Context: an optimization exercise on an open-source flow, tuned for small area, a short achievable clock period and few clock cycles per item. The choices shown serve that exercise and are no tape-out recipe.
Where RTL was checked, it was by simulation tests only, not by an equivalence proof against the original.
Only the layout flow was run in runs 1 and 2; the RTL was not checked for function there.
Power and IR drop assume default switching activity.

**design/flow/flow/run.sh**
```bash
#!/bin/bash
# The standard layout, with these changes:
#  - every input and output port is buffered by a plain buffer (buf_2)
#    instead of the default delay-cell buffer;
#  - clock tree synthesis clusters up to 20 flip-flops per leaf buffer and
#    adds no dummy loads;
#  - timing repair aims for 6 ns of setup slack (a 3 ns period) on the
#    worst path; the clock and constraints are unchanged.
set -euo pipefail
export BUFFER_PORTS_ARGS="-buffer_cell sky130_fd_sc_hd__buf_2"
export CTS_ARGS="-sink_clustering_enable -repair_clock_nets -sink_clustering_size 20 -sink_clustering_max_diameter 100 -dont_use_dummy_load"
export SETUP_SLACK_MARGIN=6
bash standard.sh > standard.log 2>&1
```
**design/flow/standard.sh**
```bash
#!/bin/bash
# synth_recipe.tcl (not shown) runs the flow's synth.tcl, then flattens the netlist and writes it again
# the make line also repeats each setting of config.mk as NAME=value (left out here)
make -C /OpenROAD-flow-scripts/flow DESIGN_CONFIG=/design/flow/config.mk WORK_HOME=/design/flow/orfs CLKGATE_MAP_FILE= SYNTH_SCRIPT=/design/flow/synth_recipe.tcl "${@:-finish}"
```
**design/flow/config.mk**
```make
export PLATFORM = sky130hd
export DESIGN_NAME = lc4_pipe_top
export DESIGN_NICKNAME = lc4_pipe_top
export VERILOG_FILES = /design/flow/design.v
export SDC_FILE = /design/flow/constraint.sdc
export NUM_CORES = 4
export LEC_CHECK = 0
export ABC_AREA = 1
export CAP_MARGIN = 20
export CORE_MARGIN = 2
export CORE_UTILIZATION = 40
export SLEW_MARGIN = 20
export TNS_END_PERCENT = 0
```
**design/flow/constraint.sdc**
```tcl
create_clock -name core_clock -period 9.0 [get_ports {gwe}]
set_input_delay 1.8000 -clock core_clock [delete_from_list [all_inputs] [get_ports {gwe}]]
set_output_delay 1.8000 -clock core_clock [all_outputs]
set_load 0.01 [all_outputs]
```
**design/flow/design.v**
```verilog
package lc4_pkg;
    typedef logic [16-1:0] lc4_word_t;  
    typedef logic [3-1:0]  lc4_reg_t;   
    typedef enum logic [3:0] {
        OP_ARITH   = 4'b0001,  
        OP_LOGIC   = 4'b0101,  
        OP_LDR     = 4'b0110,
        OP_STR     = 4'b0111,
        OP_CONST   = 4'b1001,  
        OP_SHIFT   = 4'b1010,  
        OP_HICONST = 4'b1101   
    } lc4_opcode_e;
    typedef enum logic [3:0] {
        ALU_ADD,
        ALU_MUL,
        ALU_SUB,
        ALU_AND,
        ALU_OR,
        ALU_XOR,
        ALU_NOT,
        ALU_SLL,
        ALU_SRA,
        ALU_SRL,
        ALU_CONST,
        ALU_HICONST,
        ALU_ADDR       
    } lc4_alu_op_e;
endpackage
module lc4_mul16 (
    input  logic [15:0] a,
    input  logic [15:0] b,
    output logic [15:0] r0,
    output logic [15:0] r1,
    output logic [15:0] r2
);
    wire one0 = b[0] ^ 1'b0;
    wire two0 = (b[1] & ~b[0] & ~1'b0) | (~b[1] & b[0] & 1'b0);
    wire neg0 = b[1];
    wire p0_0 = ((one0 & a[0]) | (two0 & 1'b0)) ^ neg0;
    wire p0_1 = ((one0 & a[1]) | (two0 & a[0])) ^ neg0;
    wire p0_2 = ((one0 & a[2]) | (two0 & a[1])) ^ neg0;
    wire p0_3 = ((one0 & a[3]) | (two0 & a[2])) ^ neg0;
    wire p0_4 = ((one0 & a[4]) | (two0 & a[3])) ^ neg0;
    wire p0_5 = ((one0 & a[5]) | (two0 & a[4])) ^ neg0;
    wire p0_6 = ((one0 & a[6]) | (two0 & a[5])) ^ neg0;
    wire p0_7 = ((one0 & a[7]) | (two0 & a[6])) ^ neg0;
    wire p0_8 = ((one0 & a[8]) | (two0 & a[7])) ^ neg0;
    wire p0_9 = ((one0 & a[9]) | (two0 & a[8])) ^ neg0;
    wire p0_10 = ((one0 & a[10]) | (two0 & a[9])) ^ neg0;
    wire p0_11 = ((one0 & a[11]) | (two0 & a[10])) ^ neg0;
    wire p0_12 = ((one0 & a[12]) | (two0 & a[11])) ^ neg0;
    wire p0_13 = ((one0 & a[13]) | (two0 & a[12])) ^ neg0;
    wire p0_14 = ((one0 & a[14]) | (two0 & a[13])) ^ neg0;
    wire p0_15 = ((one0 & a[15]) | (two0 & a[14])) ^ neg0;
    wire one1 = b[2] ^ b[1];
    wire two1 = (b[3] & ~b[2] & ~b[1]) | (~b[3] & b[2] & b[1]);
    wire neg1 = b[3];
    wire p1_0 = ((one1 & a[0]) | (two1 & 1'b0)) ^ neg1;
    wire p1_1 = ((one1 & a[1]) | (two1 & a[0])) ^ neg1;
    wire p1_2 = ((one1 & a[2]) | (two1 & a[1])) ^ neg1;
    wire p1_3 = ((one1 & a[3]) | (two1 & a[2])) ^ neg1;
    wire p1_4 = ((one1 & a[4]) | (two1 & a[3])) ^ neg1;
    wire p1_5 = ((one1 & a[5]) | (two1 & a[4])) ^ neg1;
    wire p1_6 = ((one1 & a[6]) | (two1 & a[5])) ^ neg1;
    wire p1_7 = ((one1 & a[7]) | (two1 & a[6])) ^ neg1;
    wire p1_8 = ((one1 & a[8]) | (two1 & a[7])) ^ neg1;
    wire p1_9 = ((one1 & a[9]) | (two1 & a[8])) ^ neg1;
    wire p1_10 = ((one1 & a[10]) | (two1 & a[9])) ^ neg1;
    wire p1_11 = ((one1 & a[11]) | (two1 & a[10])) ^ neg1;
    wire p1_12 = ((one1 & a[12]) | (two1 & a[11])) ^ neg1;
    wire p1_13 = ((one1 & a[13]) | (two1 & a[12])) ^ neg1;
    wire one2 = b[4] ^ b[3];
    wire two2 = (b[5] & ~b[4] & ~b[3]) | (~b[5] & b[4] & b[3]);
    wire neg2 = b[5];
    wire p2_0 = ((one2 & a[0]) | (two2 & 1'b0)) ^ neg2;
    wire p2_1 = ((one2 & a[1]) | (two2 & a[0])) ^ neg2;
    wire p2_2 = ((one2 & a[2]) | (two2 & a[1])) ^ neg2;
    wire p2_3 = ((one2 & a[3]) | (two2 & a[2])) ^ neg2;
    wire p2_4 = ((one2 & a[4]) | (two2 & a[3])) ^ neg2;
    wire p2_5 = ((one2 & a[5]) | (two2 & a[4])) ^ neg2;
    wire p2_6 = ((one2 & a[6]) | (two2 & a[5])) ^ neg2;
    wire p2_7 = ((one2 & a[7]) | (two2 & a[6])) ^ neg2;
    wire p2_8 = ((one2 & a[8]) | (two2 & a[7])) ^ neg2;
    wire p2_9 = ((one2 & a[9]) | (two2 & a[8])) ^ neg2;
    wire p2_10 = ((one2 & a[10]) | (two2 & a[9])) ^ neg2;
    wire p2_11 = ((one2 & a[11]) | (two2 & a[10])) ^ neg2;
    wire one3 = b[6] ^ b[5];
    wire two3 = (b[7] & ~b[6] & ~b[5]) | (~b[7] & b[6] & b[5]);
    wire neg3 = b[7];
    wire p3_0 = ((one3 & a[0]) | (two3 & 1'b0)) ^ neg3;
    wire p3_1 = ((one3 & a[1]) | (two3 & a[0])) ^ neg3;
    wire p3_2 = ((one3 & a[2]) | (two3 & a[1])) ^ neg3;
    wire p3_3 = ((one3 & a[3]) | (two3 & a[2])) ^ neg3;
    wire p3_4 = ((one3 & a[4]) | (two3 & a[3])) ^ neg3;
    wire p3_5 = ((one3 & a[5]) | (two3 & a[4])) ^ neg3;
    wire p3_6 = ((one3 & a[6]) | (two3 & a[5])) ^ neg3;
    wire p3_7 = ((one3 & a[7]) | (two3 & a[6])) ^ neg3;
    wire p3_8 = ((one3 & a[8]) | (two3 & a[7])) ^ neg3;
    wire p3_9 = ((one3 & a[9]) | (two3 & a[8])) ^ neg3;
    wire one4 = b[8] ^ b[7];
    wire two4 = (b[9] & ~b[8] & ~b[7]) | (~b[9] & b[8] & b[7]);
    wire neg4 = b[9];
    wire p4_0 = ((one4 & a[0]) | (two4 & 1'b0)) ^ neg4;
    wire p4_1 = ((one4 & a[1]) | (two4 & a[0])) ^ neg4;
    wire p4_2 = ((one4 & a[2]) | (two4 & a[1])) ^ neg4;
    wire p4_3 = ((one4 & a[3]) | (two4 & a[2])) ^ neg4;
    wire p4_4 = ((one4 & a[4]) | (two4 & a[3])) ^ neg4;
    wire p4_5 = ((one4 & a[5]) | (two4 & a[4])) ^ neg4;
    wire p4_6 = ((one4 & a[6]) | (two4 & a[5])) ^ neg4;
    wire p4_7 = ((one4 & a[7]) | (two4 & a[6])) ^ neg4;
    wire one5 = b[10] ^ b[9];
    wire two5 = (b[11] & ~b[10] & ~b[9]) | (~b[11] & b[10] & b[9]);
    wire neg5 = b[11];
    wire p5_0 = ((one5 & a[0]) | (two5 & 1'b0)) ^ neg5;
    wire p5_1 = ((one5 & a[1]) | (two5 & a[0])) ^ neg5;
    wire p5_2 = ((one5 & a[2]) | (two5 & a[1])) ^ neg5;
    wire p5_3 = ((one5 & a[3]) | (two5 & a[2])) ^ neg5;
    wire p5_4 = ((one5 & a[4]) | (two5 & a[3])) ^ neg5;
    wire p5_5 = ((one5 & a[5]) | (two5 & a[4])) ^ neg5;
    wire one6 = b[12] ^ b[11];
    wire two6 = (b[13] & ~b[12] & ~b[11]) | (~b[13] & b[12] & b[11]);
    wire neg6 = b[13];
    wire p6_0 = ((one6 & a[0]) | (two6 & 1'b0)) ^ neg6;
    wire p6_1 = ((one6 & a[1]) | (two6 & a[0])) ^ neg6;
    wire p6_2 = ((one6 & a[2]) | (two6 & a[1])) ^ neg6;
    wire p6_3 = ((one6 & a[3]) | (two6 & a[2])) ^ neg6;
    wire one7 = b[14] ^ b[13];
    wire two7 = (b[15] & ~b[14] & ~b[13]) | (~b[15] & b[14] & b[13]);
    wire neg7 = b[15];
    wire p7_0 = ((one7 & a[0]) | (two7 & 1'b0)) ^ neg7;
    wire p7_1 = ((one7 & a[1]) | (two7 & a[0])) ^ neg7;
    wire s1 = neg5 ^ p0_10;
    wire c2 = neg5 & p0_10;
    wire s3 = p0_11 ^ p1_9;
    wire c4 = p0_11 & p1_9;
    wire s5 = neg6 ^ p0_12 ^ p1_10;
    wire c6 = (neg6 & p0_12) | (neg6 & p1_10) | (p0_12 & p1_10);
    wire s7 = p2_8 ^ p3_6;
    wire c8 = p2_8 & p3_6;
    wire s9 = p0_13 ^ p1_11 ^ p2_9;
    wire c10 = (p0_13 & p1_11) | (p0_13 & p2_9) | (p1_11 & p2_9);
    wire s11 = p3_7 ^ p4_5;
    wire c12 = p3_7 & p4_5;
    wire s13 = neg7 ^ p0_14 ^ p1_12;
    wire c14 = (neg7 & p0_14) | (neg7 & p1_12) | (p0_14 & p1_12);
    wire s15 = p2_10 ^ p3_8 ^ p4_6;
    wire c16 = (p2_10 & p3_8) | (p2_10 & p4_6) | (p3_8 & p4_6);
    wire s17 = p5_4 ^ p6_2;
    wire c18 = p5_4 & p6_2;
    wire s19 = p0_15 ^ p1_13 ^ p2_11;
    wire s21 = p3_9 ^ p4_7 ^ p5_5;
    wire s23 = p6_3 ^ p7_1;
    wire s25 = neg3 ^ p0_6;
    wire c26 = neg3 & p0_6;
    wire s27 = p0_7 ^ p1_5;
    wire c28 = p0_7 & p1_5;
    wire s29 = neg4 ^ p0_8 ^ p1_6;
    wire c30 = (neg4 & p0_8) | (neg4 & p1_6) | (p0_8 & p1_6);
    wire s31 = p2_4 ^ p3_2;
    wire c32 = p2_4 & p3_2;
    wire s33 = p0_9 ^ p1_7 ^ p2_5;
    wire c34 = (p0_9 & p1_7) | (p0_9 & p2_5) | (p1_7 & p2_5);
    wire s35 = p3_3 ^ p4_1;
    wire c36 = p3_3 & p4_1;
    wire s37 = p1_8 ^ p2_6 ^ p3_4;
    wire c38 = (p1_8 & p2_6) | (p1_8 & p3_4) | (p2_6 & p3_4);
    wire s39 = p4_2 ^ p5_0 ^ s1;
    wire c40 = (p4_2 & p5_0) | (p4_2 & s1) | (p5_0 & s1);
    wire s41 = p2_7 ^ p3_5 ^ p4_3;
    wire c42 = (p2_7 & p3_5) | (p2_7 & p4_3) | (p3_5 & p4_3);
    wire s43 = p5_1 ^ c2 ^ s3;
    wire c44 = (p5_1 & c2) | (p5_1 & s3) | (c2 & s3);
    wire s45 = p4_4 ^ p5_2 ^ p6_0;
    wire c46 = (p4_4 & p5_2) | (p4_4 & p6_0) | (p5_2 & p6_0);
    wire s47 = c4 ^ s7 ^ s5;
    wire c48 = (c4 & s7) | (c4 & s5) | (s7 & s5);
    wire s49 = p5_3 ^ p6_1 ^ c8;
    wire c50 = (p5_3 & p6_1) | (p5_3 & c8) | (p6_1 & c8);
    wire s51 = s11 ^ c6 ^ s9;
    wire c52 = (s11 & c6) | (s11 & s9) | (c6 & s9);
    wire s53 = p7_0 ^ c12 ^ s17;
    wire c54 = (p7_0 & c12) | (p7_0 & s17) | (c12 & s17);
    wire s55 = c10 ^ s13 ^ s15;
    wire c56 = (c10 & s13) | (c10 & s15) | (s13 & s15);
    wire s57 = c18 ^ s23 ^ c14;
    wire s59 = c16 ^ s19 ^ s21;
    wire s61 = neg2 ^ p0_4;
    wire c62 = neg2 & p0_4;
    wire s63 = p0_5 ^ p1_3;
    wire c64 = p0_5 & p1_3;
    wire s65 = p1_4 ^ p2_2 ^ p3_0;
    wire c66 = (p1_4 & p2_2) | (p1_4 & p3_0) | (p2_2 & p3_0);
    wire s67 = p2_3 ^ p3_1 ^ c26;
    wire c68 = (p2_3 & p3_1) | (p2_3 & c26) | (p3_1 & c26);
    wire s69 = p4_0 ^ c28 ^ s31;
    wire c70 = (p4_0 & c28) | (p4_0 & s31) | (c28 & s31);
    wire s71 = c32 ^ s35 ^ c30;
    wire c72 = (c32 & s35) | (c32 & c30) | (s35 & c30);
    wire s73 = c36 ^ c34 ^ s37;
    wire c74 = (c36 & c34) | (c36 & s37) | (c34 & s37);
    wire s75 = c38 ^ s41 ^ c40;
    wire c76 = (c38 & s41) | (c38 & c40) | (s41 & c40);
    wire s77 = c42 ^ s45 ^ c44;
    wire c78 = (c42 & s45) | (c42 & c44) | (s45 & c44);
    wire s79 = c46 ^ s49 ^ c48;
    wire c80 = (c46 & s49) | (c46 & c48) | (s49 & c48);
    wire s81 = c50 ^ s53 ^ c52;
    wire c82 = (c50 & s53) | (c50 & c52) | (s53 & c52);
    wire s83 = c54 ^ s57 ^ c56;
    assign r0 = {c82, c80, c78, c76, c74, c72, c70, c68, c66, c64, c62, s61, p0_3, neg1, p0_1, neg0};
    assign r1 = {s83, s81, s79, s77, s75, s73, s71, s69, s67, s65, s63, p1_2, p1_1, p0_2, 1'b0, p0_0};
    assign r2 = {s59, s55, s51, s47, s43, s39, s33, s29, s27, s25, p2_1, p2_0, 1'b0, p1_0, 1'b0, 1'b0};
endmodule
`timescale 1ns/1ps
module lc4_pipe_top (
    input  logic        gwe,
    input  logic        i_rst,
    output logic [15:0] o_pc,
    input  logic [15:0] i_insn,
    output logic [15:0] o_dmem_addr,
    output logic        o_dmem_we,
    output logic [15:0] o_dmem_wdata,
    input  logic [15:0] i_dmem_rdata,
    output logic        o_wb_valid,
    output logic [15:0] o_wb_pc,
    output logic [15:0] o_wb_insn,
    output logic        o_wb_we,
    output logic [2:0]  o_wb_rd,
    output logic [15:0] o_wb_data
);
    logic        stall;                        
    logic [15:0] pc;
    logic        f_valid;
    logic [15:0] f_insn;
    logic [2:0]  f_b_idx;                      
    logic        f_sub;
    logic        x_valid;
    logic [15:0] x_insn, xa, xb;                 
    logic        x_am, x_aw;                   
    logic        x_bm_a, x_bw_a, x_bm_p, x_bw_p, x_bm;
    logic        x_sld;                        
    logic        x_sub, x_imm, x_imm_s;        
    logic        x_s_sum, x_s_log, x_s_imm9, x_s_sh, x_s_hic;
    logic        m_valid, m_we, m_ld, m_st, m_mul, m_busy;
    logic [15:0] m_insn, m_res, m_b;
    logic        w_valid, w_we;
    logic [15:0] w_insn, w_data, w_pc;
    always_ff @(posedge gwe) begin
        if (i_rst) begin
            pc      <= 16'h8200;
            f_valid <= 1'b0;
        end else if (!stall) begin
            pc      <= pc + 16'd1;
            f_valid <= 1'b1;
        end
    end
    always_ff @(posedge gwe) begin
        if (!stall) begin
            f_insn  <= i_insn;
            f_b_idx <= (i_insn[14] && i_insn[12] && (i_insn[13] || i_insn[15])) ? i_insn[11:9] : i_insn[2:0];
            f_sub   <= i_insn[15:12] == 4'b0001 && i_insn[5:3] == 3'b010;
        end
    end
    assign o_pc = pc;
    logic [3:0]  f_op;
    logic        f_arith, f_logic, f_str, f_hic, f_uses_a, f_uses_b;
    logic [2:0]  f_a_idx;
    assign f_op     = f_insn[15:12];
    assign f_arith  = (f_op == 4'b0001);
    assign f_logic  = (f_op == 4'b0101);
    assign f_str    = (f_op == 4'b0111);
    assign f_hic    = (f_op == 4'b1101);
    assign f_a_idx  = f_insn[8:6];
    assign f_uses_a = f_arith || f_logic || (f_op == 4'b0110) || f_str || (f_op == 4'b1010);
    assign f_uses_b = ((f_arith || f_logic) && !f_insn[5]) || f_str || f_hic;
    logic rst_q;
    always_ff @(posedge gwe) rst_q <= i_rst;
    logic [15:0] regs [8];
    logic [15:0] rf_wd, f_a, f_b;
    logic        w_wr;
    assign w_wr  = w_valid && w_we;
    assign rf_wd = rst_q ? 16'd0 : w_data;
    always_ff @(posedge gwe) begin
        for (int i = 0; i < 8; i++) begin
            if (rst_q || (w_wr && w_insn[11:9] == 3'(i))) regs[i] <= rf_wd;
        end
    end
    assign f_a = (w_wr && w_insn[11:9] == f_a_idx) ? w_data : regs[f_a_idx];
    assign f_b = (w_wr && w_insn[11:9] == f_b_idx) ? w_data : regs[f_b_idx];
    logic [3:0] op;
    logic       op_arith, op_logic, op_ldr, op_str, op_shift, x_we, x_fwd, x_mul;
    assign op       = x_insn[15:12];
    assign op_arith = (op == 4'b0001);
    assign op_logic = (op == 4'b0101);
    assign op_ldr   = (op == 4'b0110);
    assign op_str   = (op == 4'b0111);
    assign op_shift = (op == 4'b1010);
    assign x_we  = op_arith ? (x_insn[5] || !(x_insn[4] && x_insn[3])) :
                   op_shift ? !(x_insn[5] && x_insn[4]) :
                   (op_logic || op_ldr || op == 4'b1001 || op == 4'b1101);
    assign x_fwd = x_valid && x_we && !op_ldr;
    assign x_mul = op_arith && x_insn[5:3] == 3'b001;
    logic [15:0] a, b, opbx;
    logic [15:0] mt_r0, mt_r1, mt_r2, m_ma, m_c;
    logic        f_am, f_bm, f_ub_add, f_ub_pl, f_bw;
    assign f_ub_add = f_arith && !f_insn[5] && !f_insn[3];
    assign f_ub_pl  = f_uses_b && !f_ub_add;
    assign f_bw     = !f_bm && m_valid && m_we && m_insn[11:9] == f_b_idx;
    assign f_am  = x_fwd && x_insn[11:9] == f_a_idx;
    assign f_bm  = x_fwd && x_insn[11:9] == f_b_idx;
    always_ff @(posedge gwe) begin
        if (i_rst)       x_valid <= 1'b0;
        else if (!stall) x_valid <= f_valid;
    end
    always_ff @(posedge gwe) begin
        if (m_busy) begin
            xa     <= a;
            xb     <= (x_bm_a || x_bw_a) ? opbx : b;
            x_aw   <= 1'b0;
            x_bw_a <= 1'b0;
            x_bw_p <= 1'b0;
            x_sld  <= 1'b0;
        end else if (stall) begin
            xa     <= a;
            xb     <= (x_bm_a || x_bw_a) ? opbx : b;
            x_am   <= 1'b0;
            x_bm_a <= 1'b0;
            x_bm_p <= 1'b0;
            x_aw   <= x_am;
            x_bw_a <= x_bm_a;
            x_bw_p <= x_bm_p;
            x_sld  <= 1'b0;
        end else begin
            x_insn  <= f_insn;
            xa      <= f_a;
            xb      <= f_b ^ {16{f_sub}};
            x_am    <= f_uses_a && f_am;
            x_bm_a  <= f_ub_add && f_bm;
            x_bm_p  <= f_ub_pl && f_bm;
            x_sld   <= f_str && x_valid && op_ldr && x_insn[11:9] == f_insn[11:9];
            x_aw    <= f_uses_a && !f_am && m_valid && m_we && m_insn[11:9] == f_a_idx;
            x_bw_a  <= f_ub_add && f_bw;
            x_bw_p  <= f_ub_pl && f_bw;
            x_sub   <= f_sub;
            x_imm   <= (f_arith && f_insn[5]) || f_op == 4'b0110 || f_str;
            x_imm_s <= (f_op == 4'b0110 || f_str) ? f_insn[5] : f_insn[4];
            x_s_sum  <= (f_arith && f_insn[5:3] != 3'b001) || f_op == 4'b0110 || f_str;
            x_s_log  <= f_logic;
            x_s_imm9 <= f_op == 4'b1001;
            x_s_sh   <= f_op == 4'b1010;
            x_s_hic  <= f_hic;
        end
    end
    logic [15:0] sx;
    logic        x_ar, x_br_a, x_br_p;
    assign x_ar = !(x_am || x_aw);
    assign x_br_a = !(x_bm_a || x_bw_a);
    assign x_br_p = !(x_bm_p || x_bw_p);
    assign x_bm   = x_bm_a || x_bm_p;
    assign sx   = {16{x_sub}};
    assign a    = ({16{x_am}} & m_res) | ({16{x_aw}} & w_data) | ({16{x_ar}} & xa);
    assign b    = ({16{x_bm_p}} & m_res) | ({16{x_bw_p}} & w_data) | ({16{x_br_p}} & xb);
    assign opbx = ({16{x_bm_a}} & (m_res ^ sx)) | ({16{x_bw_a}} & (w_data ^ sx)) | ({16{x_br_a}} & xb);
    logic stall_next;
    assign stall_next = m_busy ? (x_am || x_bm) : !stall && x_valid && x_mul;
    always_ff @(posedge gwe) begin
        if (i_rst) stall <= 1'b0;
        else       stall <= stall_next;
    end
    logic [15:0] imm5, imm9, opb, sum;
    logic [16:0] sum17;
    assign imm5  = {{11{x_insn[4]}}, x_insn[4:0]};
    assign imm9  = {{7{x_insn[8]}}, x_insn[8:0]};
    assign opb   = x_imm ? {{11{x_imm_s}}, x_insn[4:0]} : opbx;
    assign sum17 = {a, 1'b1} + {opb, x_sub};
    assign sum   = sum17[16:1];
    logic [15:0] sh_in, sh_r, sh_out;
    logic        sh_left;
    assign sh_left = !x_insn[5] && !x_insn[4];
    always_comb begin
        for (int i = 0; i < 16; i++) sh_in[i] = sh_left ? a[15-i] : a[i];
    end
    assign sh_r = 16'($signed({x_insn[4] & a[15], sh_in}) >>> x_insn[3:0]);
    always_comb begin
        for (int i = 0; i < 16; i++) sh_out[i] = sh_left ? sh_r[15-i] : sh_r[i];
    end
    logic [15:0] lg;
    always_comb begin
        if (x_insn[5]) lg = a & imm5;
        else case (x_insn[4:3])
            2'b00:   lg = a & b;
            2'b01:   lg = ~a;
            2'b10:   lg = a | b;
            default: lg = a ^ b;
        endcase
    end
    logic [15:0] res;
    assign res = ({16{x_s_sum}}  & sum)
               | ({16{x_s_log}}  & lg)
               | ({16{x_s_imm9}} & imm9)
               | ({16{x_s_sh}}   & sh_out)
               | ({16{x_s_hic}}  & {x_insn[7:0], b[7:0]});
    always_ff @(posedge gwe) begin
        if (i_rst) begin
            m_valid <= 1'b0;
            m_st    <= 1'b0;
            m_mul   <= 1'b0;
            m_busy  <= 1'b0;
        end else begin
            m_busy  <= !m_busy && x_valid && !stall && x_mul;
            if (!m_busy) begin
                m_valid <= x_valid && !stall;
                m_st    <= x_valid && !stall && op_str;
                m_mul   <= x_valid && !stall && x_mul;
            end
        end
    end
    always_ff @(posedge gwe) begin
        if (!stall) begin
            m_insn <= x_insn;
            m_we   <= x_we;
            m_ld   <= op_ldr;
        end
        m_res <= res;
        m_ma  <= m_busy ? mt_r0 : a;
        m_b   <= m_busy ? mt_r1 : x_sld ? i_dmem_rdata : b;
        m_c   <= mt_r2;
    end
    lc4_mul16 u_mul (.a(m_ma), .b(m_b), .r0(mt_r0), .r1(mt_r1), .r2(mt_r2));
    assign o_dmem_addr  = m_res;
    assign o_dmem_we    = m_st;
    assign o_dmem_wdata = m_b;
    always_ff @(posedge gwe) begin
        if (i_rst) begin
            w_valid <= 1'b0;
            w_pc    <= 16'h8200;
        end else begin
            w_valid <= m_valid && !m_busy;
            if (w_valid) w_pc <= w_pc + 16'd1;
        end
    end
    always_ff @(posedge gwe) begin
        w_insn <= m_insn;
        w_we   <= m_we;
        w_data <= m_ld ? i_dmem_rdata : m_mul ? m_ma + m_b + m_c : m_res;
    end
    assign o_wb_valid = w_valid;
    assign o_wb_pc    = w_pc;
    assign o_wb_insn  = w_insn;
    assign o_wb_we    = w_we;
    assign o_wb_rd    = w_insn[11:9];
    assign o_wb_data  = w_data;
endmodule
```
==> run summary, run 1 <==
status finished clean; largest net degree at the start of global routing 59; count of different cell masters after synthesis 61; Initial Utilization 0.403; grt total ovfl 0; Worst EP arrival 1460 ps; setup slack at placement 4930 ps; Area Overhead vs Synth 10.9%; Final HPWL DP 68300 um; Worst Skew 52.3 ps; Worst setup EP type primary output; Clock Latency Late Sink 590 ps; max cap viols 0; fin crit period 3260 ps; Final ANT Viol Nets 0; Peak VDD IR 0.131 mV; register area share after synthesis 0.408; Max Fanout on Critical Path 6; TritonCTS Buffers 23; pwr/cell area 219 nW/um^2; Crit-path slowest cell dfxtp_1; layout cells sized above 1 0.135; final setup fails 0; port bufs 135; FF+latch count, synth 364; Worst Path Buf+Inv 1; GRT Resource Usage Total 0.305; die span in x 242 um; Routed wire per std cell 25.0 um; warnings from Yosys 2; Final Instance Area 25100 sq um; Pre-Repair DR Iteration Count 6; Largest delay share family, worst path flip-flops; syn_nets 2993; cell area after synthesis 22600 sq um; first-pass GRT wire length 134000 um; Crit path largest cell delay 670 ps; CTS Hold Buffers Added 0; Reg clk slew, reported paths 90 ps; antenna violations before repair 2; most area-hungry cell type in the Yosys netlist edfxtp_1; Synth Instances 2843; fmax 0.307 GHz; vias in the first global route 20520; # rows 87; WHS 346 ps; setup slack after layout 5740 ps; final hold violations 0; fin nets 3098; placeable core area 56200 sq um; Critical Path RT 7200 ps; H-tree levels 1; CTS root buf clkbuf_16; relative slew slack 0.245; Pleak 11.0 nW; I/O pin count 136; worst-path cell chain buf_2; RSZ-0062 raised after global routing true; average instance area after synthesis 7.95 sq um; CTS tree yes; gp weighted congestion 1.06; WS Path Type flip-flop to primary output; fin. max-slew vios 0; die area 58400 sq um; die height 242 um; Worst Hold Class flip-flop to flip-flop; vias per cell 5.88; final wirelength 92600 um; DR iter-0 viols 2539; Worst Max-Slew Pin Slew 1130 ps; drt drc 0; DR vias 21783; ratio of final minimum period to clock period 0.362; TNS Setup 0 ps; top post-synthesis cells by area edfxtp_1 (26%), dfxtp_1 (15%), nand2_1 (10%), a21oi_1 (5.0%), nand3_1 (4.8%); CP startpoint kind flip-flop; placed cell area 23800 sq um; final core occ 0.446; post-synth top area share 0.256; CTS sink count 364; clk buf depth 3
cells by family after synthesis:
kind of cell,Yosys count,share of synthesized area
mux,3,0.00149
buf+inv,444,0.0814
xor+xnor,111,0.0430
flops,364,0.408
compound gates,657,0.168
fa+ha+maj,116,0.0771
simple gates,1148,0.221
synth_stat cells, drive strengths merged:
master / instances
nand2: 646
inv: 302
nand3: 237
a21oi: 229
o21ai: 201
edfxtp: 193
nor2: 193
dfxtp: 171
o22ai: 91
xor2: 83
ha: 77
buf: 70
clkbuf: 61
fa: 39
xnor2: 28
nor3: 25
nand4: 24
a22oi: 23
a31oi: 21
o211ai: 17
o2111ai: 13
a211oi: 12
or2: 12
clkinv: 11
o221ai: 9
a221oi: 8
o31ai: 7
o41ai: 7
a21o: 5
o21a: 4
a2bb2oi: 3
mux2: 3
nand3b: 3
nor3b: 3
o21bai: 3
nor4: 2
a2111oi: 1
a31o: 1
and3: 1
nor4b: 1
o21ba: 1
o311ai: 1
or3b: 1
registers in the layout, summed over array words and instances, names as in the netlist, 3 cells and up:
name / cells
f_b_idx: 3
f_insn: 16
m_b: 16
m_c: 13
m_insn: 16
m_ma: 16
m_res: 16
pc: 16
regs: 128
w_data: 16
w_insn: 16
w_pc: 16
x_insn: 16
xa: 16
xb: 16
what timing repair did:
item	in CTS	in global routing
pin swaps	0	5
resized for setup	31	59
setup endpoints to repair	99	101
buffers inserted	7	43
worst register-to-register path, delay by kind of cell, from the launching register on:
kind | cells | cell delay, ps
DFF | 1 | 680
AOI/OAI and AO/OA | 4 | 620
and+or+nand+nor | 3 | 1040
buffers and inverters | 2 | 690
final cells by class:
cell class	count	area, sq um
fill	5697	31100
timing repair buffer	211	1260
inverter	313	1220
multi-input combinational	2035	11800
sequential	364	9260
tap	756	946
antenna	1	2.50
clock buffer	23	576
through the flow:
step           total power, mW  cells
2_1_floorplan             3.61   2843
3_3_place_gp              4.36   3629
3_5_place_dp              4.36   3629
5_1_grt                   5.81   3702
6_report                  5.50   3703
4_1_cts                   5.39   3659
path summary, 6_finish.rpt:
kind / from / endpoint / slack [ps] / depth (start not counted)
hold reg to reg: m_insn[15]$_DFFE_PN_ / w_insn[15]$_DFF_P_ / 350 / 0
setup / recovery: w_data[13]$_DFF_P_ / o_wb_data[13] / 5740 / 1
hold / removal: m_insn[15]$_DFFE_PN_ / w_insn[15]$_DFF_P_ / 350 / 0
setup reg to reg: f_insn[6]$_DFFE_PN_ / xa[2]$_DFF_P_ / 5830 / 9
layer usage:
metal | GRT usage | routed length, um
met4 | 0.129 | 4380
met1 | 0.417 | 38200
met2 | 0.480 | 41200
met5 | 0 | 0
met3 | 0.0514 | 8790
cells in the final DEF (no fill, tap or decap), drive strengths merged, types with 8 or more instances in the layout:
cell type	netlist	routed
xor2	83	83
o2111ai	13	13
nand4	24	24
ha	77	77
o21ai	201	201
a31oi	21	21
nor3	25	25
o211ai	17	17
nand2	646	646
edfxtp	193	193
nand3	237	237
a21oi	229	229
clkbuf	61	23
nor2	193	193
a211oi	12	12
clkinv	11	9
xnor2	28	28
a22oi	23	23
buf	70	211
inv	302	297
o22ai	91	91
a221oi	8	8
o221ai	9	9
fa	39	39
or2	12	12
dfxtp	171	171
where the power goes:
group          switching (mW)  leakage, nW  total (mW)  internal, mW
registers               0.262         3.45        2.21          1.95
clock network           0.571        0.283        1.02         0.453
logic                    1.44         7.26        2.26         0.827
==> inputs of run 2 (changes only) <==
--- a/design/flow/config.mk
+++ b/design/flow/config.mk
@@ -8,6 +8,7 @@
 export ABC_AREA = 1
 export CAP_MARGIN = 20
 export CORE_MARGIN = 2
-export CORE_UTILIZATION = 40
+export CORE_UTILIZATION = 55
+export PLACE_DENSITY = 0.7
 export SLEW_MARGIN = 20
 export TNS_END_PERCENT = 0
==> run 2 against run 1 <==
  * Still clean on timing, DRC and antenna
  * Wire length fell by 3.4%
  * Combinational power is 3% higher
  * Setup slack lost 24 ps
  * Register-to-register slack improved by 40 ps
  * First-iteration DRC count is 33% higher
  * Critical path type unchanged
  * Critical endpoint is now o_wb_data[8]
==> run summary, run 2 <==
Post-Place Cells 3401; largest net degree at the start of global routing 56; most common cell in the netlist nand2_1; relative slew slack 0.307; clk buf depth 3; Pleak 11.0 nW; Worst Skew 63.7 ps; layout cells sized above 1 0.139; average instance area after synthesis 7.95 sq um; die area 42700 sq um; Final HPWL DP 65300 um; count of different cell masters after synthesis 61; Area Overhead vs Synth 10.3%; Critical Path RT 7200 ps; max FFs per register 128; WS Path Type flip-flop to primary output; Final ANT Viol Nets 0; top cells by count, synth nand2_1 (628), inv_1 (283), a21oi_1 (226), nand3_1 (219), edfxtp_1 (193); die height 207 um; most frequent cells in the layout nand2_1 (616), inv_1 (274), a21oi_1 (224); RSZ-0062 raised after global routing true; fin crit period 3280 ps; final setup fails 0; first-pass GRT wire length 129000 um; fmax 0.305 GHz; # rows 74; Top reg by flops regs; top_reg_cell synth edfxtp_1; Crit Reg-Reg Endpoint xa[6]$_DFF_P_; Worst Path Buf+Inv 1; EDFF count, synth 193; Clock Latency Late Sink 580 ps; CTS sink count 364; warnings from Yosys 2; Synth Instances 2843; top post-synthesis cells by area edfxtp_1 (26%), dfxtp_1 (15%), nand2_1 (10%), a21oi_1 (5.0%), nand3_1 (4.8%); Max Fanout on Critical Path 6; placeable core area 40700 sq um; pwr/cell area 221 nW/um^2; Reg2Reg Depth 7; grt total ovfl 0; final hold violations 0; cell area after synthesis 22600 sq um; final wirelength 89500 um; syn_nets 2993; port bufs 135; status finished clean; vias in the first global route 20234; TritonCTS Buffers 22; ratio of final minimum period to clock period 0.365; CP startpoint kind flip-flop; fin nets 3105; commonest non-fill, non-tap cell in the layout nand2_1; DR iter-0 viols 3375; CTS root buf clkbuf_16; Largest delay share family, worst path flip-flops; register area share after synthesis 0.408; drt drc 0; worst reg2reg path startpoint f_insn[8]$_DFFE_PN_; post-synth top area share 0.256; cell depth of the worst setup path 1; Pre-Repair DR Iteration Count 8; FF+latch count, synth 364; asr flop ratio synth 0; Worst setup EP type primary output; antenna violations before repair 3; worst-path cell chain buf_2; Worst Max-Slew Pin Slew 1040 ps; post-route insts no fill 3486; critical path endpoint o_wb_data[8]; max cap viols 0; Initial Utilization 0.555; Reg clk slew, reported paths 100 ps; H-tree levels 1; Crit path largest cell delay 700 ps; launch point of the worst path w_data[8]$_DFF_P_; GRT Resource Usage Total 0.410; die span in x 207 um; fin. max-slew vios 0; Routed wire per std cell 25.7 um; Worst EP arrival 1480 ps; TNS Setup 0 ps; most area-hungry cell type in the Yosys netlist edfxtp_1; vias per cell 6.38; R2R Setup Slk 5870 ps; Worst Hold Class flip-flop to flip-flop; Peak VDD IR 0.219 mV; Crit-path slowest cell dfxtp_1; I/O pin count 136; CTS tree yes; DR vias 22249; gp weighted congestion 1.07
run 2: cell counts after synthesis:
No cell type changed its count.
run 2: cell type report:
cell class              count  area [sq um]
diodes                      1          2.50
flip-flops and latches    364          9260
clock buffers              22           551
well taps                 532           666
fillers                  3670         15800
multi-input cells        2035         11800
inverters                 313          1230
repair buffers            219          1380
run 2: worst reg2reg max path, delay by kind of cell (launching register included):
kind                   cells  cell delay (ps)
DFF                        1              690
and+or+nand+nor            4              810
buffers and inverters      1              570
AOI/OAI and AO/OA          2              910
run 2: timing repair:
action,CTS,global route
setup buffers,15,45
gates resized for setup,26,74
hold buffers,0,0
endpoints found under the setup margin,94,90
pin swaps,2,11
run 2: where the power goes:
group          internal [mW]  leakage (nW)  switching, mW
clock                  0.435         0.271          0.554
combinational          0.857          7.31           1.46
sequential              1.95          3.45          0.261
run 2: cells by family after synthesis:
family / count (synthesis) / share of synthesized area
DFF: 364 / 0.408
adders and majority gates: 116 / 0.0771
xor gates and xnor gates: 111 / 0.0430
buffers and inverters: 444 / 0.0814
AOI/OAI and AO/OA: 657 / 0.168
muxes: 3 / 0.00149
and+or+nand+nor: 1148 / 0.221
run 2: worst min path at each step:
stage,startpoint,depth (start not counted),slack (ps),end
after floorplan,m_insn[0]$_DFFE_PN_,0,320,w_insn[0]$_DFF_P_
after global placement,m_insn[6]$_DFFE_PN_,0,330,w_insn[6]$_DFF_P_
after detailed placement,m_insn[0]$_DFFE_PN_,0,330,w_insn[0]$_DFF_P_
after CTS,m_insn[0]$_DFFE_PN_,0,330,w_insn[0]$_DFF_P_
after global routing,m_insn[2]$_DFFE_PN_,0,350,w_insn[2]$_DFF_P_
final,m_insn[0]$_DFFE_PN_,0,330,w_insn[0]$_DFF_P_
run 2: metrics by stage:
| stage | instance area [sq um] | worst slack, ps | total power, mW | utilization | hold slack (ps) |
|---|---|---|---|---|---|
| 4_1_cts | 24200 | 5750 | 5.34 | 0.595 | 329 |
| 5_1_grt | 24900 | 5780 | 5.79 | 0.612 | 346 |
| 6_report | 24900 | 5720 | 5.52 | 0.612 | 331 |
| 3_3_place_gp | 23500 | 5040 | 4.29 | 0.577 | 327 |
| 3_5_place_dp | 23500 | 4970 | 4.33 | 0.577 | 327 |
| 2_1_floorplan | 22700 | 6000 | 3.61 | - | 323 |
run 2: per-layer routing:
layer  wire length [um]  track usage  vias up  share of wire
met5                 24            0        -        0.00027
met1              34000        0.555    10467           0.38
li1                   -            -     9869              -
met4               5600        0.206        4          0.063
met3              11300       0.0780      295           0.13
met2              38600        0.630     1614           0.43
==> inputs of run 3 (changes only) <==
--- a/design/flow/design.v
+++ b/design/flow/design.v
@@ -235,9 +235,9 @@
     logic [2:0]  f_b_idx;                      
     logic        f_sub;
     logic        x_valid;
-    logic [15:0] x_insn, xa, xb;                 
+    logic [15:0] x_insn, xa, xb;
     logic        x_am, x_aw;                   
-    logic        x_bm_a, x_bw_a, x_bm_p, x_bw_p, x_bm;
+    logic        x_bm, x_bw;
     logic        x_sld;                        
     logic        x_sub, x_imm, x_imm_s;        
     logic        x_s_sum, x_s_log, x_s_imm9, x_s_sh, x_s_hic;
@@ -300,12 +300,9 @@
                    (op_logic || op_ldr || op == 4'b1001 || op == 4'b1101);
     assign x_fwd = x_valid && x_we && !op_ldr;
     assign x_mul = op_arith && x_insn[5:3] == 3'b001;
-    logic [15:0] a, b, opbx;
+    logic [15:0] a, b;
     logic [15:0] mt_r0, mt_r1, mt_r2, m_ma, m_c;
-    logic        f_am, f_bm, f_ub_add, f_ub_pl, f_bw;
-    assign f_ub_add = f_arith && !f_insn[5] && !f_insn[3];
-    assign f_ub_pl  = f_uses_b && !f_ub_add;
-    assign f_bw     = !f_bm && m_valid && m_we && m_insn[11:9] == f_b_idx;
+    logic        f_am, f_bm;
     assign f_am  = x_fwd && x_insn[11:9] == f_a_idx;
     assign f_bm  = x_fwd && x_insn[11:9] == f_b_idx;
     always_ff @(posedge gwe) begin
@@ -315,32 +312,27 @@
     always_ff @(posedge gwe) begin
         if (m_busy) begin
             xa     <= a;
-            xb     <= (x_bm_a || x_bw_a) ? opbx : b;
+            xb     <= b;
             x_aw   <= 1'b0;
-            x_bw_a <= 1'b0;
-            x_bw_p <= 1'b0;
+            x_bw   <= 1'b0;
             x_sld  <= 1'b0;
         end else if (stall) begin
             xa     <= a;
-            xb     <= (x_bm_a || x_bw_a) ? opbx : b;
+            xb     <= b;
             x_am   <= 1'b0;
-            x_bm_a <= 1'b0;
-            x_bm_p <= 1'b0;
+            x_bm   <= 1'b0;
             x_aw   <= x_am;
-            x_bw_a <= x_bm_a;
-            x_bw_p <= x_bm_p;
+            x_bw   <= x_bm;
             x_sld  <= 1'b0;
         end else begin
             x_insn  <= f_insn;
             xa      <= f_a;
-            xb      <= f_b ^ {16{f_sub}};
+            xb      <= f_b;
             x_am    <= f_uses_a && f_am;
-            x_bm_a  <= f_ub_add && f_bm;
-            x_bm_p  <= f_ub_pl && f_bm;
+            x_bm    <= f_uses_b && f_bm;
             x_sld   <= f_str && x_valid && op_ldr && x_insn[11:9] == f_insn[11:9];
             x_aw    <= f_uses_a && !f_am && m_valid && m_we && m_insn[11:9] == f_a_idx;
-            x_bw_a  <= f_ub_add && f_bw;
-            x_bw_p  <= f_ub_pl && f_bw;
+            x_bw    <= f_uses_b && !f_bm && m_valid && m_we && m_insn[11:9] == f_b_idx;
             x_sub   <= f_sub;
             x_imm   <= (f_arith && f_insn[5]) || f_op == 4'b0110 || f_str;
             x_imm_s <= (f_op == 4'b0110 || f_str) ? f_insn[5] : f_insn[4];
@@ -351,16 +343,11 @@
             x_s_hic  <= f_hic;
         end
     end
-    logic [15:0] sx;
-    logic        x_ar, x_br_a, x_br_p;
+    logic        x_ar, x_br;
     assign x_ar = !(x_am || x_aw);
-    assign x_br_a = !(x_bm_a || x_bw_a);
-    assign x_br_p = !(x_bm_p || x_bw_p);
-    assign x_bm   = x_bm_a || x_bm_p;
-    assign sx   = {16{x_sub}};
+    assign x_br = !(x_bm || x_bw);
     assign a    = ({16{x_am}} & m_res) | ({16{x_aw}} & w_data) | ({16{x_ar}} & xa);
-    assign b    = ({16{x_bm_p}} & m_res) | ({16{x_bw_p}} & w_data) | ({16{x_br_p}} & xb);
-    assign opbx = ({16{x_bm_a}} & (m_res ^ sx)) | ({16{x_bw_a}} & (w_data ^ sx)) | ({16{x_br_a}} & xb);
+    assign b    = ({16{x_bm}} & m_res) | ({16{x_bw}} & w_data) | ({16{x_br}} & xb);
     logic stall_next;
     assign stall_next = m_busy ? (x_am || x_bm) : !stall && x_valid && x_mul;
     always_ff @(posedge gwe) begin
@@ -371,7 +358,7 @@
     logic [16:0] sum17;
     assign imm5  = {{11{x_insn[4]}}, x_insn[4:0]};
     assign imm9  = {{7{x_insn[8]}}, x_insn[8:0]};
-    assign opb   = x_imm ? {{11{x_imm_s}}, x_insn[4:0]} : opbx;
+    assign opb   = x_imm ? {{11{x_imm_s}}, x_insn[4:0]} : b ^ {16{x_sub}};
     assign sum17 = {a, 1'b1} + {opb, x_sub};
     assign sum   = sum17[16:1];
     logic [15:0] sh_in, sh_r, sh_out;
--- a/design/flow/config.mk
+++ b/design/flow/config.mk
@@ -6,9 +6,8 @@
 export NUM_CORES = 4
 export LEC_CHECK = 0
 export ABC_AREA = 1
-export CAP_MARGIN = 20
+export CAP_MARGIN = 5
 export CORE_MARGIN = 2
-export CORE_UTILIZATION = 55
-export PLACE_DENSITY = 0.7
-export SLEW_MARGIN = 20
+export CORE_UTILIZATION = 40
+export SLEW_MARGIN = 5
 export TNS_END_PERCENT = 0
==> run 3 against run 2 <==
  * Still clean on timing, DRC and antenna
  * Global-route usage down 12 points
  * Sequential share of layout area increased by 0.14 points
  * Synthesized cell count down 6.6%
  * Register-to-register slack got worse by 20 ps
  * Clock power increased by 5%
  * Setup slack better by 77 ps
  * Synthesized area shrank 4.0%
  * Sequential power is 2% lower
  * Worst hold slack better by 15 ps
  * Clock skew grew 37 ps
==> run summary, run 3 <==
ratio of final minimum period to clock period 0.356; Worst Hold Class flip-flop to flip-flop; asr flop ratio synth 0; Synth Instances 2654; Pleak 10.8 nW; fin crit period 3200 ps; Critical Path RT 7200 ps; Final Power 5.54 mW; most frequent cells in the layout nand2_1 (555), inv_1 (267), nand3_1 (203); met3 GRT Util 0.0532; post-route insts no fill 3491; FILL cells 5321; Area Overhead vs Synth 13.7%; layout cells sized above 1 0.169; fmax 0.312 GHz; first-pass GRT wire length 123000 um; port bufs 135; warnings from Yosys 2; die area 56200 sq um; count of different cell masters after synthesis 65; commonest non-fill, non-tap cell in the layout nand2_1; Reg2Reg Depth 14; Clock Latency Late Sink 600 ps; post-synth top area share 0.266; met2 Usage GRT 0.453; fin. max-slew vios 0; Final Instance Area 24700 sq um; syn_nets 2804; final setup fails 0; Crit path largest cell delay 620 ps; Worst Skew 100 ps; placed cell area 22800 sq um; TritonCTS Buffers 24; CTS sink count 362; Peak VDD IR 0.139 mV; critical path endpoint o_wb_data[11]; Largest delay share family, worst path flip-flops; Worst setup EP type primary output; FF+latch count, synth 362; average instance area after synthesis 8.18 sq um; RSZ-0062 raised after global routing true; Pre-Repair DR Iteration Count 6; CP startpoint kind flip-flop; fin nets 2946; most area-hungry cell type in the Yosys netlist edfxtp_1; Crit Reg-Reg Endpoint m_b[15]$_DFF_P_; TNS Setup 0 ps; launch point of the worst path w_data[11]$_DFF_P_; final wirelength 84400 um; vias per cell 5.90; pwr/cell area 225 nW/um^2; final hold violations 0; # rows 85; Crit-path slowest cell dfxtp_1; max cap viols 0; most common cell in the netlist nand2_1; cell area after synthesis 21700 sq um; worst-path cell chain buf_2; largest net degree at the start of global routing 60; I/O pin count 136; GRT Resource Usage Total 0.291; Final HPWL DP 61200 um; WS Path Type flip-flop to primary output; Post-Place Cells 3384; status finished clean; Top reg by flops regs; CTS Hold Buffers Added 0; met1 Use GR 0.400; CTS root buf clkbuf_16; H-tree levels 1; DR iter-0 viols 2504; vias in the first global route 19481; Worst Max-Slew Pin Slew 1210 ps; top post-synthesis cells by area edfxtp_1 (27%), dfxtp_1 (16%), nand2_1 (10%), inv_1 (4.9%), nand3_1 (4.7%); EDFF count, synth 192; die height 237 um; GR peak layer met2; gp weighted congestion 0.990; clk buf depth 3; top_reg_cell synth edfxtp_1; placeable core area 53700 sq um; top cells by count, synth nand2_1 (580), inv_1 (285), nand3_1 (206), edfxtp_1 (192); Reg clk slew, reported paths 100 ps; cell depth of the worst setup path 1; WHS 346 ps; Initial Utilization 0.404; worst reg2reg path startpoint m_b[1]$_SDFF_PP0_; Routed wire per std cell 24.2 um; Final ANT Viol Nets 0; grt total ovfl 0; antenna violations before repair 2; max FFs per register 128; setup slack at placement 5030 ps; setup slack after layout 5800 ps; Max Fanout on Critical Path 5; Worst EP arrival 1400 ps; Worst Path Buf+Inv 1; relative slew slack 0.184; register area share after synthesis 0.422; die span in x 237 um; final core occ 0.460; CTS tree yes; drt drc 0; DR vias 20590; R2R Setup Slk 5850 ps
-- run 3: power breakdown --
part	switching [mW]	internal, mW
registers	0.224	1.94
clock network	0.568	0.471
logic	1.46	0.878
-- run 3: area by class of cell --
type                            count  area [sq um]  share of cell area
Antenna cell                        1          2.50            0.000101
Clock buffer                       24           601              0.0243
Inverter                          300          1150              0.0467
Multi-Input combinational cell   1872         11400               0.461
Sequential cell                   362          9210               0.373
Tap cell                          696           871              0.0353
Timing Repair Buffer              235          1460              0.0591
Timing Repair inverter              1          7.51            0.000304
-- run 3: layer usage --
metal | vias up | routed length, um
met5 | - | 0
met4 | 0 | 3870
met3 | 205 | 8860
met2 | 1120 | 37400
met1 | 9969 | 34300
li1 | 9296 | -
-- run 3: how the worst min path moves through the flow --
stage | from | end | cells after the start
after global placement | m_insn[3]$_DFFE_PN_ | w_insn[3]$_DFF_P_ | 0
after CTS | m_insn[4]$_DFFE_PN_ | w_insn[4]$_DFF_P_ | 0
after floorplan | m_insn[0]$_DFFE_PN_ | w_insn[0]$_DFF_P_ | 0
after detailed placement | m_insn[3]$_DFFE_PN_ | w_insn[3]$_DFF_P_ | 0
after global routing | m_insn[4]$_DFFE_PN_ | w_insn[4]$_DFF_P_ | 0
final | m_insn[4]$_DFFE_PN_ | w_insn[4]$_DFF_P_ | 0
-- run 3: kinds of logic after synthesis --
kind of cell / share of synthesized area
AO/OA/AOI/OAI: 0.156
XOR/XNOR: 0.0428
flip-flops: 0.422
adder cells (fa/ha/maj): 0.0803
buffers and inverters: 0.0821
multiplexers: 0.00156
AND/OR/NAND/NOR: 0.215
-- run 3: repair_timing --
action / 4_1_cts / 5_1_grt
pin swaps: 8 / 43
setup endpoints to repair: 86 / 104
setup buffers: 32 / 47
cloned: 2 / 1
resized for setup: 61 / 122
Testbench counts of run 3, summed over its fixed seeds: cycles 16,944, instructions 16,000.
==> inputs of run 4 (changes only) <==
--- a/design/flow/config.mk
+++ b/design/flow/config.mk
@@ -6,8 +6,8 @@
 export NUM_CORES = 4
 export LEC_CHECK = 0
 export ABC_AREA = 1
-export CAP_MARGIN = 5
+export CAP_MARGIN = 20
 export CORE_MARGIN = 2
 export CORE_UTILIZATION = 40
-export SLEW_MARGIN = 5
+export SLEW_MARGIN = 20
 export TNS_END_PERCENT = 0
==> run 4 against run 3 <==
  * Clock skew stayed put
  * Cell area stayed put
  * Count of clock-buffer cells in the layout stayed put
  * Die area stayed put
  * Synthesized cell count stayed put
  * Maximum frequency stayed put
  * Wire length stayed put
  * Via count stayed put
  * First-iteration DRC count stayed put
  * Critical path type unchanged
==> run summary, run 4 <==
status finished clean; setup slack at placement 5030 ps; fmax 0.312 GHz; most frequent cells in the layout nand2_1 (555), inv_1 (267), nand3_1 (203); gp weighted congestion 0.990; die area 56200 sq um; Worst Path Buf+Inv 1; die height 237 um; Reg clk slew, reported paths 100 ps; relative slew slack 0.184; most area-hungry cell type in the Yosys netlist edfxtp_1; fin crit period 3200 ps; Largest delay share family, worst path flip-flops; I/O pin count 136; CTS root buf clkbuf_16; TritonCTS Buffers 24; max cap viols 0; fin nets 2946; Critical Path RT 7200 ps; CTS Hold Buffers Added 0; Worst EP arrival 1400 ps; commonest non-fill, non-tap cell in the layout nand2_1; largest family of logic cells by synthesized area simple AND/OR/NAND/NOR gates; first-pass GRT wire length 123000 um; Area Overhead vs Synth 13.7%; final setup fails 0; cell area after synthesis 21700 sq um; Crit path largest cell delay 620 ps; Worst Hold Class flip-flop to flip-flop; top_reg_cell synth edfxtp_1; CP startpoint kind flip-flop; Compound-Gate Fraction of Synth Area 0.156; asr flop ratio synth 0; RSZ-0062 raised after global routing true; Max Fanout on Critical Path 5; Peak VDD IR 0.139 mV; placed cell area 22800 sq um; syn_nets 2804; max FFs per register 128; final core occ 0.460; mux contribution to synthesized area 0.00156; drt drc 0; ratio of final minimum period to clock period 0.356; Final Instance Area 24700 sq um; Crit-path slowest cell dfxtp_1; final hold violations 0; die span in x 237 um; setup slack after layout 5800 ps; CTS sink count 362; final wirelength 84400 um; top cells by count, synth nand2_1 (580), inv_1 (285), nand3_1 (206), edfxtp_1 (192); placeable core area 53700 sq um; worst-path cell chain buf_2; vias per cell 5.90; Post-Synth Adder-Cell Area 0.0803; GRT Resource Usage Total 0.291; fin. max-slew vios 0; vias in the first global route 19481; Final ANT Viol Nets 0; Final Power 5.54 mW; Clock Latency Late Sink 600 ps; count of different cell masters after synthesis 65; Worst Skew 100 ps; Worst setup EP type primary output; pwr/cell area 225 nW/um^2; XOR/XNOR Fraction of Synth Area 0.0428; Routed wire per std cell 24.2 um; layout cells sized above 1 0.169; Pre-Repair DR Iteration Count 6; FF+latch count, synth 362; clk buf depth 3; EDFF count, synth 192; TNS Setup 0 ps; Top reg by flops regs; antenna violations before repair 2; Worst Max-Slew Pin Slew 1210 ps; average instance area after synthesis 8.18 sq um; port bufs 135; post-synth top area share 0.266; Synth Area in Simple Gates 0.215; most common cell in the netlist nand2_1; top post-synthesis cells by area edfxtp_1 (27%), dfxtp_1 (16%), nand2_1 (10%), inv_1 (4.9%), nand3_1 (4.7%); DR vias 20590; register area share after synthesis 0.422; largest net degree at the start of global routing 60; warnings from Yosys 2; grt total ovfl 0; Pleak 10.8 nW; # rows 85; H-tree levels 1; CTS tree yes; Final HPWL DP 61200 um; WS Path Type flip-flop to primary output; Initial Utilization 0.404; DR iter-0 viols 2504; Synth Instances 2654
run 4: cell counts in the layout (fill, tap and decap cells not counted):
Identical to the previous run, type by type.
run 4: power breakdown:
group          leakage (nW)  switching, mW  internal (mW)
clock                 0.296          0.568          0.471
combinational          7.03           1.46          0.878
sequential             3.43          0.224           1.94
run 4: metrics by stage:
stage	hold WS, ps	std cells
CTS	348	3442
detailed placement	329	3384
finish	346	3491
global placement	328	3384
floorplan	323	2654
global route	354	3491
run 4: path summary, 6_finish.rpt:
check / from / slack [ps] / endpoint / depth (start not counted)
max: w_data[11]$_DFF_P_ / 5800 / o_wb_data[11] / 1
min: m_insn[4]$_DFFE_PN_ / 350 / w_insn[4]$_DFF_P_ / 0
min reg2reg: m_insn[4]$_DFFE_PN_ / 350 / w_insn[4]$_DFF_P_ / 0
max reg2reg: m_b[1]$_SDFF_PP0_ / 5850 / m_b[15]$_DFF_P_ / 14
run 4: cell families after synthesis:
group                      after synthesis
buffers and inverters                  422
AOI/OAI and AO/OA                      570
DFF                                    362
and+or+nand+nor                       1075
muxes                                    3
xor gates and xnor gates               106
adders and majority gates              116
run 4: layer usage:
| metal | wire, um | GRT usage | vias up |
|---|---|---|---|
| li1 | - | - | 9296 |
| met4 | 3870 | 0.118 | 0 |
| met3 | 8860 | 0.0532 | 205 |
| met5 | 0 | 0 | - |
| met2 | 37400 | 0.453 | 1120 |
| met1 | 34300 | 0.400 | 9969 |
run 4: what timing repair did:
action                     CTS  global route
pin swaps                    8            43
cloned                       2             1
gates resized for setup     61           122
setup endpoints to repair   86           104
setup buffers               32            47
run 4: layout make-up:
type	instances	area [sq um]
Inverter	300	1150
Timing Repair inverter	1	7.51
Antenna cell	1	2.50
Sequential cell	362	9210
Fill cell	5321	29000
Multi-Input combinational cell	1872	11400
Timing Repair Buffer	235	1460
Clock buffer	24	601
Tap cell	696	871
==> inputs of run 5 (changes only) <==
==> design/flow/flow/run.sh (replaced) <==
#!/bin/bash
# The standard layout, with these changes:
#  - every input and output port is buffered by a plain buffer (buf_2)
#    instead of the default delay-cell buffer;
#  - clock tree synthesis clusters up to 20 flip-flops per leaf buffer and
#    adds no dummy loads;
#  - timing repair aims for 5.8 ns of setup slack (a 3.2 ns period) on the
#    worst path; the clock and constraints are unchanged.
set -euo pipefail
export BUFFER_PORTS_ARGS="-buffer_cell sky130_fd_sc_hd__buf_2"
export CTS_ARGS="-sink_clustering_enable -repair_clock_nets -sink_clustering_size 20 -sink_clustering_max_diameter 100 -dont_use_dummy_load"
export SETUP_SLACK_MARGIN=5.8
bash standard.sh > standard.log 2>&1
==> run 5 against run 4 <==
  * Register-to-register slack lost 120 ps
  * Still clean on timing, DRC and antenna
  * Total power shrank 1.1%
  * First-iteration DRC count grew 1.6%
  * Die area is the same
  * Largest cell class unchanged
==> run summary, run 5 <==
count of different cell masters after synthesis 65; post-synth top area share 0.266; CTS tree yes; Top reg by flops regs; Worst Hold Class flip-flop to flip-flop; # rows 85; final core occ 0.455; largest net degree at the start of global routing 84; relative slew slack 0.337; die span in x 237 um; Reg clk slew, reported paths 90 ps; layout cells sized above 1 0.155; pwr/cell area 224 nW/um^2; Critical Path RT 9420 ps; Area Overhead vs Synth 12.6%; ratio of final minimum period to clock period 0.363; average instance area after synthesis 8.18 sq um; Clock Latency Late Sink 580 ps; cell area after synthesis 21700 sq um; most frequent cells in the layout nand2_1 (558), inv_1 (270), nand3_1 (205); first-pass GRT wire length 121000 um; asr flop ratio synth 0; final setup fails 0; syn_nets 2804; max cap viols 0; Routed wire per std cell 24.0 um; top_reg_cell synth edfxtp_1; RSZ-0062 raised after global routing true; Worst Hold Path Cells 0; Crit path largest cell delay 560 ps; Max Fanout on Critical Path 6; fin nets 2925; Worst Max-Slew Pin Slew 995 ps; max FFs per register 128; DR vias 20623; CTS sink count 362; FILL cells 5319; warnings from Yosys 2; clk buf depth 3; # diodes 0; Pleak 10.6 nW; Gate power share 0.419; top cells by count, synth nand2_1 (580), inv_1 (285), nand3_1 (206), edfxtp_1 (192); worst-path cell chain buf_6 > nor2_4 > buf_6 > buf_4 > a21oi_2 > o21ai_0 > o21ai_0 > inv_1 > ha_1 > inv_1 > nor3_1 > inv_1 > o211ai_1 > a21oi_2 > inv_1 > nand2_1 > nand3_1 > nand3_1; Worst setup EP type flip-flop; drt drc 0; most common cell in the netlist nand2_1; Final ANT Viol Nets 0; Switching Share 0.408; Peak VDD IR 0.141 mV; vias in the first global route 19292; Initial Utilization 0.404; I/O pin count 136; placeable core area 53700 sq um; die height 237 um; most area-hungry cell type in the Yosys netlist edfxtp_1; H-tree levels 1; final hold violations 0; Multi-input gate area 11300 sq um; placed cell area 22800 sq um; CTS root buf clkbuf_16; final wirelength 83200 um; port bufs 135; antenna violations before repair 0; top post-synthesis cells by area edfxtp_1 (27%), dfxtp_1 (16%), nand2_1 (10%), inv_1 (4.9%), nand3_1 (4.7%); most frequent CP cell inv_1; CP startpoint kind flip-flop; GRT Resource Usage Total 0.286; TritonCTS Buffers 23; Pre-Repair DR Iteration Count 6; grt total ovfl 0; register area 9190 sq um; Crit-path slowest cell edfxtp_1; commonest non-fill, non-tap cell in the layout nand2_1; DR iter-0 viols 2543; gp weighted congestion 1.01; vias per cell 5.94; WS Path Type flip-flop to flip-flop; Worst EP arrival 3690 ps; fmax 0.306 GHz; die area 56200 sq um; TNS Setup 0 ps; fin crit period 3270 ps; Synth Instances 2654; Final HPWL DP 60400 um; Reg2Reg Depth 18; share of total power in the clock network 0.185; Worst Skew 64.2 ps; FF+latch count, synth 362; CTS Hold Buffers Added 0; Final Instance Area 24400 sq um; internal power 3.25 mW; switching power 2.24 mW; status finished clean; register area share after synthesis 0.422; fin. max-slew vios 0; power share of the sequential group 0.396; EDFF count, synth 192
run 5: cell counts after synthesis:
No cell type changed its count.
run 5: repair_timing:
action	in CTS	in global routing
cloned	2	1
setup buffers	23	34
pin swaps	2	35
endpoints found under the hold margin	0	0
setup endpoints to repair	33	26
resized for setup	44	122
run 5: power by group through the flow:
stage / clock [mW] / combinational, mW / sequential (mW)
2_1_floorplan: 0 / 1.43 / 2.08
3_3_place_gp: 0 / 2.08 / 2.19
3_5_place_dp: 0 / 2.09 / 2.19
4_1_cts: 1.03 / 2.12 / 2.16
5_1_grt: 1.08 / 2.50 / 2.18
6_report: 1.02 / 2.30 / 2.17
run 5: logic make-up after synthesis:
family | synth area share
buffers and inverters | 0.0821
xor gates and xnor gates | 0.0428
muxes | 0.00156
AOI/OAI and AO/OA | 0.156
adders and majority gates | 0.0803
and+or+nand+nor | 0.215
DFF | 0.422
run 5: final cells by class:
cell class,count,area share
Clock buffer,23,0.0235
Inverter,300,0.0469
Multi-Input combinational cell,1872,0.464
Sequential cell,362,0.376
Tap cell,696,0.0356
Timing Repair Buffer,215,0.0539
Timing Repair inverter,1,0.000307
run 5: critical path: cells and delay by family (launching register included):
kind / cells / cell delay [ps]
and+or+nand+nor: 5 / 410
AOI/OAI and AO/OA: 5 / 1060
adders and majority gates: 1 / 320
DFF: 1 / 560
buffers and inverters: 7 / 750
run 5: worst paths after layout:
path                            start                 to  slack, ps
setup / recovery   x_bm$_SDFFCE_PP0N_  m_res[15]$_DFF_P_       5730
hold / removal    m_insn[4]$_DFFE_PN_  w_insn[4]$_DFF_P_        350
setup reg to reg   x_bm$_SDFFCE_PP0N_  m_res[15]$_DFF_P_       5730
hold reg to reg   m_insn[4]$_DFFE_PN_  w_insn[4]$_DFF_P_        350
run 5: metal layers:
layer | GRT usage | vias up | routed length, um
li1 | - | 9260 | -
met1 | 0.380 | 9930 | 33300
met2 | 0.454 | 1184 | 36700
met3 | 0.0539 | 249 | 8790
met4 | 0.124 | 0 | 4410
met5 | 0 | - | 0
run 5: metrics by stage:
| stage | instances | worst slack [ps] | total power, mW | hold slack (ps) |
|---|---|---|---|---|
| after detailed placement | 3386 | 5290 | 4.28 | 329 |
| after floorplan | 2654 | 5830 | 3.51 | 323 |
| after global routing | 3469 | 5590 | 5.76 | 354 |
| after CTS | 3434 | 5730 | 5.31 | 350 |
| final | 3469 | 5730 | 5.48 | 347 |
| after global placement | 3386 | 5350 | 4.27 | 325 |

## static timing again, ports no longer ideal
How much do the figures lean on ideal ports? The routed layouts below were timed once more, with nothing changed but the port constraints. Step 1, drivers: a clkbuf_16 drives gwe and a buf_2 each remaining input, both assumed. Step 2 moves the port delays by t, midway between the first and last clock arrival at a register: inputs arrive t later, outputs are due t later. That takes back most of the time a late clock gives input paths. a / b / c = no drivers / after step 1 / after step 2; a / b = the first two.
run | t, ns | setup WS [ns] | worst register clock-pin slew, ns
run 1 | 0.621 | 5.743 / 5.680 / 5.629 | 0.10 / 0.10
run 2 | 0.607 | 5.719 / 5.662 / 5.583 | 0.10 / 0.10
run 3 | 0.610 | 5.796 / 5.734 / 5.853 | 0.10 / 0.10
run 4 | 0.610 | 5.796 / 5.734 / 5.853 | 0.10 / 0.10
run 5 | 0.609 | 5.729 / 5.687 / 5.729 | 0.09 / 0.09
After both steps every run listed still meets setup and hold. The setup slack of run 2, which loses most, moves by -0.057 ns with the drivers and by -0.136 ns with both steps.
